This design comes from an exercise in tuning for small area on the open sky130 flow, not from production work.
Only simulation tests tie the RTL to the original design; equivalence was not proved.
Power is estimated from default activity; no workload was simulated.

Design dtc_sim_top, start of the top module:
module dtc_sim_top (
   input  logic        serdes_clk,
   input  logic        serdes_resetn,
   input  logic        marker_on,
   input  logic        start,
   input  logic        cfo_emul_en,
   input  logic [3:0]  packet_type,    
   input  logic [5:0]  op_code,        
   input  logic [15:0] addr,
   input  logic [15:0] wdata,
   input  logic [47:0] event_window_tag,
   input  logic [47:0] event_window_offset,
   input  logic [31:0] event_mode,
   input  logic [7:0]  rf_marker,
   input  logic        on_spill,
   input  logic        datareq_last_word,
   output logic [15:0] tx_data,
   output logic [1:0]  tx_k
);
For scale: roughly 940 cells after synthesis, about 380 flip-flops, ~200 I/O pins, about 14,000 sq um of cells after synthesis.
export LEC_CHECK = 0
export CAP_MARGIN = 20
export CORE_MARGIN = 2
export CORE_UTILIZATION = 40
export CTS_BUF_LIST = sky130_fd_sc_hd__clkbuf_16
export CTS_CLUSTER_DIAMETER = 100
export CTS_CLUSTER_SIZE = 25
export PLACE_DENSITY = 0.6
export SLEW_MARGIN = 20
create_clock -name core_clock -period 7.0 [get_ports {serdes_clk}]
standard.sh (not shown) runs the stock make flow with config.mk's settings and CLKGATE_MAP_FILE= SYNTH_SCRIPT=/design/flow/synth_recipe.tcl, a recipe that flattens the netlist after the stock synthesis.
==> flow/flow/run.sh <==
#!/bin/bash
set -uo pipefail
W=$(pwd)
rm -rf "$W/orfs_scripts"
cp -r "$FLOW_HOME/scripts" "$W/orfs_scripts"
cp "$W/flow/abc_map.script" "$W/orfs_scripts/abc_speed.script"
export BUFFER_PORTS_ARGS="-buffer_cell sky130_fd_sc_hd__buf_1"
SCRIPTS_DIR="$W/orfs_scripts" bash "$W/standard.sh" synth > "$W/flow_synth.log" 2>&1 || { tail -50 "$W/flow_synth.log"; exit 1; }
bash "$W/standard.sh" > "$W/flow_layout.log" 2>&1 || { tail -50 "$W/flow_layout.log"; exit 1; }
==> flow/flow/abc_map.script <==
strash
ifraig
scorr
dc2
dch -f
amap -F 4 -A 4
strash
dch -f
amap -F 4 -A 4
topo
stime -c
buffer -c
upsize -c
dnsize -c
Edit:
CORE_UTILIZATION = 55   (was 40)
PLACE_DENSITY = 0.7   (was 0.6)
The changed run ran to the end with no violations.
Clock power hardly moves.
Flip-flop and latch count is unchanged.
Wire length goes down by 4.7%.
Register-to-register slack is worse by 90 ps.
Worst setup slack is worse by 81 ps.
Cell count goes down by about 8%.
Combinational power is about the same.
Non-clock buffer count goes up by 1.
Via count goes up by 0.55%.
Area after synthesis stays the same.
Edit:
--- a/flow/flow/abc_map.script
+++ b/flow/flow/abc_map.script
@@ -3,2 +3,4 @@
 scorr
+dc2
+resub -K 8
 dc2
CORE_UTILIZATION = 40   (was 55)
PLACE_DENSITY = 0.6   (was 0.7)
After rerunning: The changed run passed the timing, design-rule and antenna checks; total power increases by about 0.7%; clock power barely changes; wire length increases by 5.7%; worst setup slack gains 77 ps; final cell count grows by about 9%; worst hold slack got worse by 11 ps; via count hardly moves; sequential cell count stays the same; first-iteration DRC count falls by 16%.

Setup of exp/maple:
Another version of the RTL of dtc_sim_top (not shown whole).
Size in the first run: ~1200 cells after synthesis, ~390 flip-flops.
Settings: LEC_CHECK=0, CAP_MARGIN=20, CORE_MARGIN=2, CORE_UTILIZATION=40, CTS_BUF_LIST=sky130_fd_sc_hd__clkbuf_16, CTS_CLUSTER_DIAMETER=100, CTS_CLUSTER_SIZE=25, PLACE_DENSITY=0.6, SLEW_MARGIN=20; clock period 7.0 ns.
==> flow/flow/abc_map.script <==
strash
dch
amap -F 4 -A 4
topo
stime -c
buffer -c
upsize -c
dnsize -c
Scripts as last shown in full above: flow/flow/run.sh
--- input diff exp/maple..exp/delta ---
- swapping 25 for 28 in CTS_CLUSTER_SIZE
- swapping 0.6 for 0.7 in PLACE_DENSITY
- swapping 40 for 55 in CORE_UTILIZATION
Findings:
Of the two values seen for highest routed metal layer, met4 was produced by exp/maple and met5 by exp/delta.
exp/maple -> exp/delta: tap cell count decreased by more than a quarter
exp/delta against exp/maple: met1 wire length has decreased, height of the chip has decreased, stage delay of the slowest cell on the critical path has increased, maximum operating frequency has increased.
exp/delta ends up with lower clock network power consumption than exp/maple does.
exp/delta vs exp/maple on switching power summed over all nets: exp/delta is the lower one.
Relative to exp/maple, exp/delta improves setup slack.
The power dissipated in sequential cells of exp/delta and that of exp/maple are within noise of each other.
diff inputs: exp/delta => exp/xenon
- swapping 28 for 25 in CTS_CLUSTER_SIZE
- swapping 55 for 40 in CORE_UTILIZATION
- swapping 0.7 for 0.6 in PLACE_DENSITY
==> flow/flow/abc_map.script <==
strash
dch
amap
topo
stime -c
buffer -c
upsize -c
dnsize -c
[summary]
- exp/delta was smaller in final cell area than exp/xenon.
- exp/xenon gives less upper clock frequency limit than exp/delta did.
- Cmp exp/xenon and exp/delta / via count of the first global-routing pass / lower: exp/delta
- [exp/xenon vs exp/delta] proportion of layout cells with a drive suffix above 1: higher in exp/xenon
- exp/xenon gives less clock-pin slew of the registers on the worst-case setup and hold paths than exp/delta did.
- Comparing exp/xenon and exp/delta, the higher final weighted congestion in routability-driven placement was measured on exp/delta.
- Going from exp/delta to exp/xenon, sequential share of layout area shrinks by 1.3 points.
- Summary of exp/xenon over exp/delta: met1 demand-to-capacity share in global routing lower; clock skew higher; share of the synthesized netlist area taken by xor and xnor gates roughly the same.

Another version of the RTL of dtc_sim_top (not shown whole).
Size: roughly 950 cells after synthesis, about 380 flip-flops, roughly 200 I/O pins.
clock: 7.0 ns
lec_check: 0
cap_margin: 20
core_margin: 2
core_utilization: 40
cts_buf_list: sky130_fd_sc_hd__clkbuf_16
cts_cluster_diameter: 80
cts_cluster_size: 30
place_density: 0.6
slew_margin: 20
==> flow/flow/abc_map.script <==
strash
ifraig
scorr
dc2
resub -K 8
dc2
dch -f
amap -F 4 -A 4
strash
dch -f
amap -F 4 -A 4
topo
stime -c
buffer -c
upsize -c
dnsize -c
Scripts as last shown in full above: flow/flow/run.sh
Rerun with:
CORE_UTILIZATION = 55   (was 40)
CTS_CLUSTER_DIAMETER = 100   (was 80)
CTS_CLUSTER_SIZE = 25   (was 30)
PLACE_DENSITY = 0.7   (was 0.6)
Effect: The changed run completed with no timing, DRC or antenna violations. Clock skew grows by 4.3 ps. Final cell count falls by 7.7%. Power went down by 1.5%. Wire length went down by 4.7%.

## main
The RTL this note starts from:
==> flow/design.v <==
package dtc_link_pkg;
   typedef struct packed {
      logic [1:0]  k;       
      logic [15:0] data;
   } link_word_t;
   localparam logic [1:0] K_IDLE = 2'b11;    
   localparam logic [1:0] K_CMD  = 2'b10;    
   localparam logic [1:0] K_DATA = 2'b00;    
   localparam logic [15:0] COMMA = 16'hBC3C;    
   localparam int PKT_WORDS     = 10;
   localparam int PAYLOAD_WORDS = 8;
   localparam logic [15:0] CRC_POLY = 16'h1021;
   localparam logic [15:0] CRC_INIT = 16'hFFFF;
endpackage
package dtc_req_pkg;
   typedef enum logic [3:0] {
      DCS_REQ   = 4'd0,
      HEARTBEAT = 4'd1,
      DATA_REQ  = 4'd2
   } pkt_kind_t;
   localparam int OP_W = 6;
   typedef logic [OP_W-1:0] op_t;
   localparam op_t OP_SINGLE_RD = 6'd0;
   localparam op_t OP_SINGLE_WR = 6'd1;
   localparam int TAG_W = 48;
   typedef logic [TAG_W-1:0] tag_t;
   localparam logic [7:0]  HDR_K_BASE = 8'h1C;     
   localparam logic [15:0] DMA_COUNT  = 16'h0010;  
   localparam logic [7:0]  VALID_BIT  = 8'h80;     
   typedef logic [2:0] ring_cnt_t;    
endpackage
`timescale 1ns/1ps
module dtc_crc16 (
   input  logic [15:0] crc_in,
   input  logic [15:0] data,
   output logic [15:0] crc_out
);
   always_comb
   begin
      crc_out = crc_in;
      for (int i = 15; i >= 0; i--)
      begin
         if (crc_out[15] ^ data[i])
            crc_out = {crc_out[14:0], 1'b0} ^ dtc_link_pkg::CRC_POLY;
         else
            crc_out = {crc_out[14:0], 1'b0};
      end
   end
endmodule
`timescale 1ns/1ps
module dtc_sim_top (
   input  logic        serdes_clk,
   input  logic        serdes_resetn,
   input  logic        marker_on,
   input  logic        start,
   input  logic        cfo_emul_en,
   input  logic [3:0]  packet_type,    
   input  logic [5:0]  op_code,        
   input  logic [15:0] addr,
   input  logic [15:0] wdata,
   input  logic [47:0] event_window_tag,
   input  logic [47:0] event_window_offset,
   input  logic [31:0] event_mode,
   input  logic [7:0]  rf_marker,
   input  logic        on_spill,
   input  logic        datareq_last_word,
   output logic [15:0] tx_data,
   output logic [1:0]  tx_k
);
   logic        last_d1, last_d2, first_start;
   logic [47:0] evt_tag, evt_next, tag_base, tag_sum;
   logic [47:0] tag_c;    
   logic [5:0]  tag_bc;   
   assign tag_base = first_start ? event_window_offset : evt_tag;
   always_comb
   begin
      tag_bc[0] = first_start | (last_d1 & ~last_d2);
      for (int k = 1; k < 6; k++)
         tag_bc[k] = tag_bc[k-1] & (&tag_base[8*k-8 +: 8]);
      for (int k = 0; k < 6; k++)
      begin
         tag_c[8*k] = tag_bc[k];
         for (int j = 1; j < 8; j++)
            tag_c[8*k+j] = tag_c[8*k+j-1] & tag_base[8*k+j-1];
      end
   end
   assign tag_sum  = tag_base ^ tag_c;
   assign evt_next = (start & ~cfo_emul_en) ? event_window_tag : tag_sum;
   always_ff @(posedge serdes_clk or negedge serdes_resetn)
   begin
      if (!serdes_resetn)
      begin
         last_d1     <= 1'b0;
         first_start <= 1'b1;
      end
      else
      begin
         last_d1 <= datareq_last_word;
         if (start & cfo_emul_en)
            first_start <= 1'b0;
      end
   end
   always_ff @(posedge serdes_clk)
   begin
      last_d2 <= last_d1;
      evt_tag <= evt_next;
   end
   logic [3:0] wcnt;         
   logic [5:0] fill, fill_next;
   logic       burst;
   logic [3:0] bcnt;
   logic       wr_en, rd_en, accept;
   assign wr_en     = (wcnt != 4'd0) && (wcnt != 4'd11);
   assign rd_en     = burst & ~marker_on;
   assign fill_next = fill + 6'(wr_en) - 6'(rd_en);
   assign accept    = start && ((fill <= 6'd21)
                             || (fill == 6'd22 && !(wr_en && !rd_en))
                             || (fill == 6'd23 && !wr_en && rd_en));
   always_ff @(posedge serdes_clk or negedge serdes_resetn)
   begin
      if (!serdes_resetn)
      begin
         wcnt  <= '0;
         fill  <= '0;
         burst <= 1'b0;
         bcnt  <= '0;
      end
      else
      begin
         if (accept)
            wcnt <= 4'd11;
         else if (wcnt != 4'd0)
            wcnt <= wcnt - 1'b1;
         fill <= fill_next;
         if (!burst && fill >= 6'd10)
            burst <= 1'b1;
         else if (rd_en)
         begin
            bcnt <= bcnt + 1'b1;
            if (bcnt == 4'd9)
            begin
               burst <= 1'b0;
               bcnt  <= '0;
            end
         end
      end
   end
   logic        s_hb [3];
   logic [79:0] s_w  [3];
   logic [8:0]  s_p7 [3];
   logic [2:0]  s_v;            
   logic        vac0, mv01, mv12;
   logic [2:0]  ring;
   logic [8:0]  tail;           
   logic        in_hb;
   logic [79:0] in_w;
   assign in_hb = (packet_type == 4'd1);
   always_comb
   begin
      in_w = '0;
      case (packet_type)
         4'd0: in_w[47:0] = {((op_code == 6'd1) ? wdata : 16'h0000), addr, 10'b0, op_code};
         4'd1: in_w[47:0] = event_window_tag;
         4'd2: in_w[47:0] = evt_next;
         default: ;
      endcase
      in_w[79:48] = event_mode;
      if (!in_hb)
         in_w[51:48] = packet_type;
   end
   assign vac0 = rd_en && (bcnt == 4'd7);
   assign mv01 = s_v[1] && (!s_v[0] || vac0);
   assign mv12 = s_v[2] && (!s_v[1] || mv01);
   always_ff @(posedge serdes_clk)
   begin
      if (mv01)
      begin
         s_hb[0] <= s_hb[1];
         s_w[0]  <= s_w[1];
         s_p7[0] <= s_p7[1];
      end
      if (mv12)
      begin
         s_hb[1] <= s_hb[2];
         s_w[1]  <= s_w[2];
         s_p7[1] <= s_p7[2];
      end
      if (accept)
      begin
         s_hb[2] <= in_hb;
         s_w[2]  <= in_w;
         s_p7[2] <= {rf_marker, on_spill};
      end
   end
   logic [9:0]       pos;        
   logic [3:0]       r_kind;
   logic             r_hb;
   logic [15:0]      rd_data, crc, crc_step;
   logic [1:0]       rd_k;
   always_comb
   begin
      for (int j = 0; j < 10; j++)
         pos[j] = (bcnt == 4'(j));
   end
   assign r_hb   = s_hb[0];
   assign r_kind = r_hb ? 4'd1 : s_w[0][51:48];
   always_comb
   begin
      rd_k    = pos[0] ? dtc_link_pkg::K_CMD : dtc_link_pkg::K_DATA;
      rd_data = ({16{pos[0]}} & {dtc_req_pkg::HDR_K_BASE, ring, 1'b0, r_kind})
              | ({16{pos[1]}} & dtc_req_pkg::DMA_COUNT)
              | ({16{pos[2]}} & {dtc_req_pkg::VALID_BIT, r_kind, 4'h0})
              | ({16{pos[3]}} & s_w[0][15:0])
              | ({16{pos[4]}} & s_w[0][31:16])
              | ({16{pos[5]}} & s_w[0][47:32])
              | ({16{pos[6] & r_hb}} & s_w[0][63:48])
              | ({16{pos[7] & r_hb}} & s_w[0][79:64])
              | ({16{pos[8]}} & {tail[8:1], 7'b0, tail[0]})
              | ({16{pos[9]}} & crc);
   end
   dtc_crc16 u_crc (
      .crc_in  (crc),
      .data    (rd_data),
      .crc_out (crc_step)
   );
   always_ff @(posedge serdes_clk)
   begin
      if (rd_en)
      begin
         if (bcnt == 4'd0)
            crc <= 16'h0F3E;    
         else if (bcnt != 4'd1 && bcnt != 4'd9)
            crc <= crc_step;
         if (bcnt == 4'd7)
            tail <= r_hb ? s_p7[0] : 9'h000;
      end
   end
   always_ff @(posedge serdes_clk or negedge serdes_resetn)
   begin
      if (!serdes_resetn)
      begin
         s_v     <= '0;
         ring    <= '0;
         tx_data <= dtc_link_pkg::COMMA;
         tx_k    <= dtc_link_pkg::K_IDLE;
      end
      else
      begin
         s_v[0] <= (s_v[0] && !vac0) || mv01;
         s_v[1] <= (s_v[1] && !mv01) || mv12;
         s_v[2] <= (s_v[2] && !mv12) || accept;
         if (rd_en && bcnt == 4'd9)
            ring <= ring + 1'b1;
         if (rd_en)
         begin
            tx_data <= rd_data;
            tx_k    <= rd_k;
         end
         else
         begin
            tx_data <= dtc_link_pkg::COMMA;
            tx_k    <= dtc_link_pkg::K_IDLE;
         end
      end
   end
endmodule
==> flow/config.mk <==
export PLATFORM = sky130hd
export DESIGN_NAME = dtc_sim_top
export DESIGN_NICKNAME = dtc_sim_top
export VERILOG_FILES = /design/flow/design.v
export SDC_FILE = /design/flow/constraint.sdc
export NUM_CORES = 4
export LEC_CHECK = 0
export CAP_MARGIN = 20
export CORE_MARGIN = 2
export CORE_UTILIZATION = 40
export CTS_BUF_LIST = sky130_fd_sc_hd__clkbuf_8
export CTS_CLUSTER_DIAMETER = 60
export CTS_CLUSTER_SIZE = 14
export PLACE_DENSITY = 0.6
export SLEW_MARGIN = 20
==> flow/constraint.sdc <==
create_clock -name core_clock -period 7.0 [get_ports {serdes_clk}]
set_input_delay 1.4000 -clock core_clock [delete_from_list [all_inputs] [get_ports {serdes_clk}]]
set_output_delay 1.4000 -clock core_clock [all_outputs]
set_load 0.01 [all_outputs]
==> flow/flow/abc_map.script <==
strash
dch
amap -F 4 -A 4
topo
stime -c
buffer -c
upsize -c
dnsize -c
Scripts as last shown in full above: flow/flow/run.sh
Inputs modified between main and the feature branch:
# main
export LEC_CHECK = 0
export CAP_MARGIN = 20
export CORE_MARGIN = 2
export CORE_UTILIZATION = 40
export CTS_BUF_LIST = sky130_fd_sc_hd__clkbuf_8
export CTS_CLUSTER_DIAMETER = 60
export CTS_CLUSTER_SIZE = 14
export PLACE_DENSITY = 0.6
export SLEW_MARGIN = 20
create_clock -name core_clock -period 7.0 [get_ports {serdes_clk}]
# the feature branch
export LEC_CHECK = 0
export CAP_MARGIN = 20
export CORE_MARGIN = 2
export CORE_UTILIZATION = 40
export CTS_BUF_LIST = sky130_fd_sc_hd__clkbuf_16
export CTS_CLUSTER_DIAMETER = 100
export CTS_CLUSTER_SIZE = 25
export PLACE_DENSITY = 0.6
export SLEW_MARGIN = 20
create_clock -name core_clock -period 7.0 [get_ports {serdes_clk}]
==> comparison <==
- Against main, overall power consumption in the feature branch fell slightly.
- Changes observed in the feature branch relative to main: final core area utilization dropped 0.38 points; final area dropped 0.81%; shortest clock period the worst path allows after layout dropped 0.055 ns.
- Delta (the feature branch minus main): period utilization decreased by 0.78 points relative to the old numbers, count of TritonRoute iterations in the first routing pass decreased by 1 relative to the old numbers.
- In terms of met1 usage in global routing, main and the feature branch differ only marginally.
- Tap cell count delta (the feature branch -> main): insignificant

what the ideal ports hide:
Ports are ideal in the flow. The routed layouts listed here were re-timed in OpenROAD. Step 1 (the two cells are an assumption about what drives the block):
set clk [get_ports {serdes_clk}]
set_driving_cell -lib_cell sky130_fd_sc_hd__clkbuf_16 $clk
set_driving_cell -lib_cell sky130_fd_sc_hd__buf_2 [delete_from_list [all_inputs] $clk]
Step 2 also shifts input and output timing later by t, the mid clock arrival at the registers, as if the neighbouring blocks saw the same clock. Slacks: no drivers / after step 1 / after step 2; pairs: no drivers / after step 1.
run | shift t [ns] | slack for setup (ns) | slew at the worst register clock pin (ns)
the first run of note 1 | 0.558 | 1.409 / 1.417 / 0.859 | 0.10 / 0.10
the second run of note 1 | 0.568 | 1.328 / 1.353 / 0.785 | 0.11 / 0.11
the third run of note 1 | 0.569 | 1.405 / 1.414 / 0.845 | 0.11 / 0.11
exp/maple | 0.581 | 1.694 / 1.694 / 1.420 | 0.11 / 0.11
exp/delta | 0.565 | 1.753 / 1.753 / 1.322 | 0.12 / 0.12
exp/xenon | 0.587 | 1.268 / 1.268 / 1.173 | 0.11 / 0.11
the first run of note 3 | 0.583 | 1.432 / 1.443 / 0.860 | 0.12 / 0.12
the second run of note 3 | 0.554 | 1.274 / 1.291 / 0.737 | 0.11 / 0.11
main | 0.593 | 2.084 / 2.084 / 1.736 | 0.09 / 0.09
the feature branch | 0.567 | 2.139 / 2.139 / 1.760 | 0.11 / 0.11
After both steps every run listed still meets setup and hold. The setup slack of the first run of note 3, which loses most, moves by +0.011 ns with the drivers and by -0.572 ns with both steps.
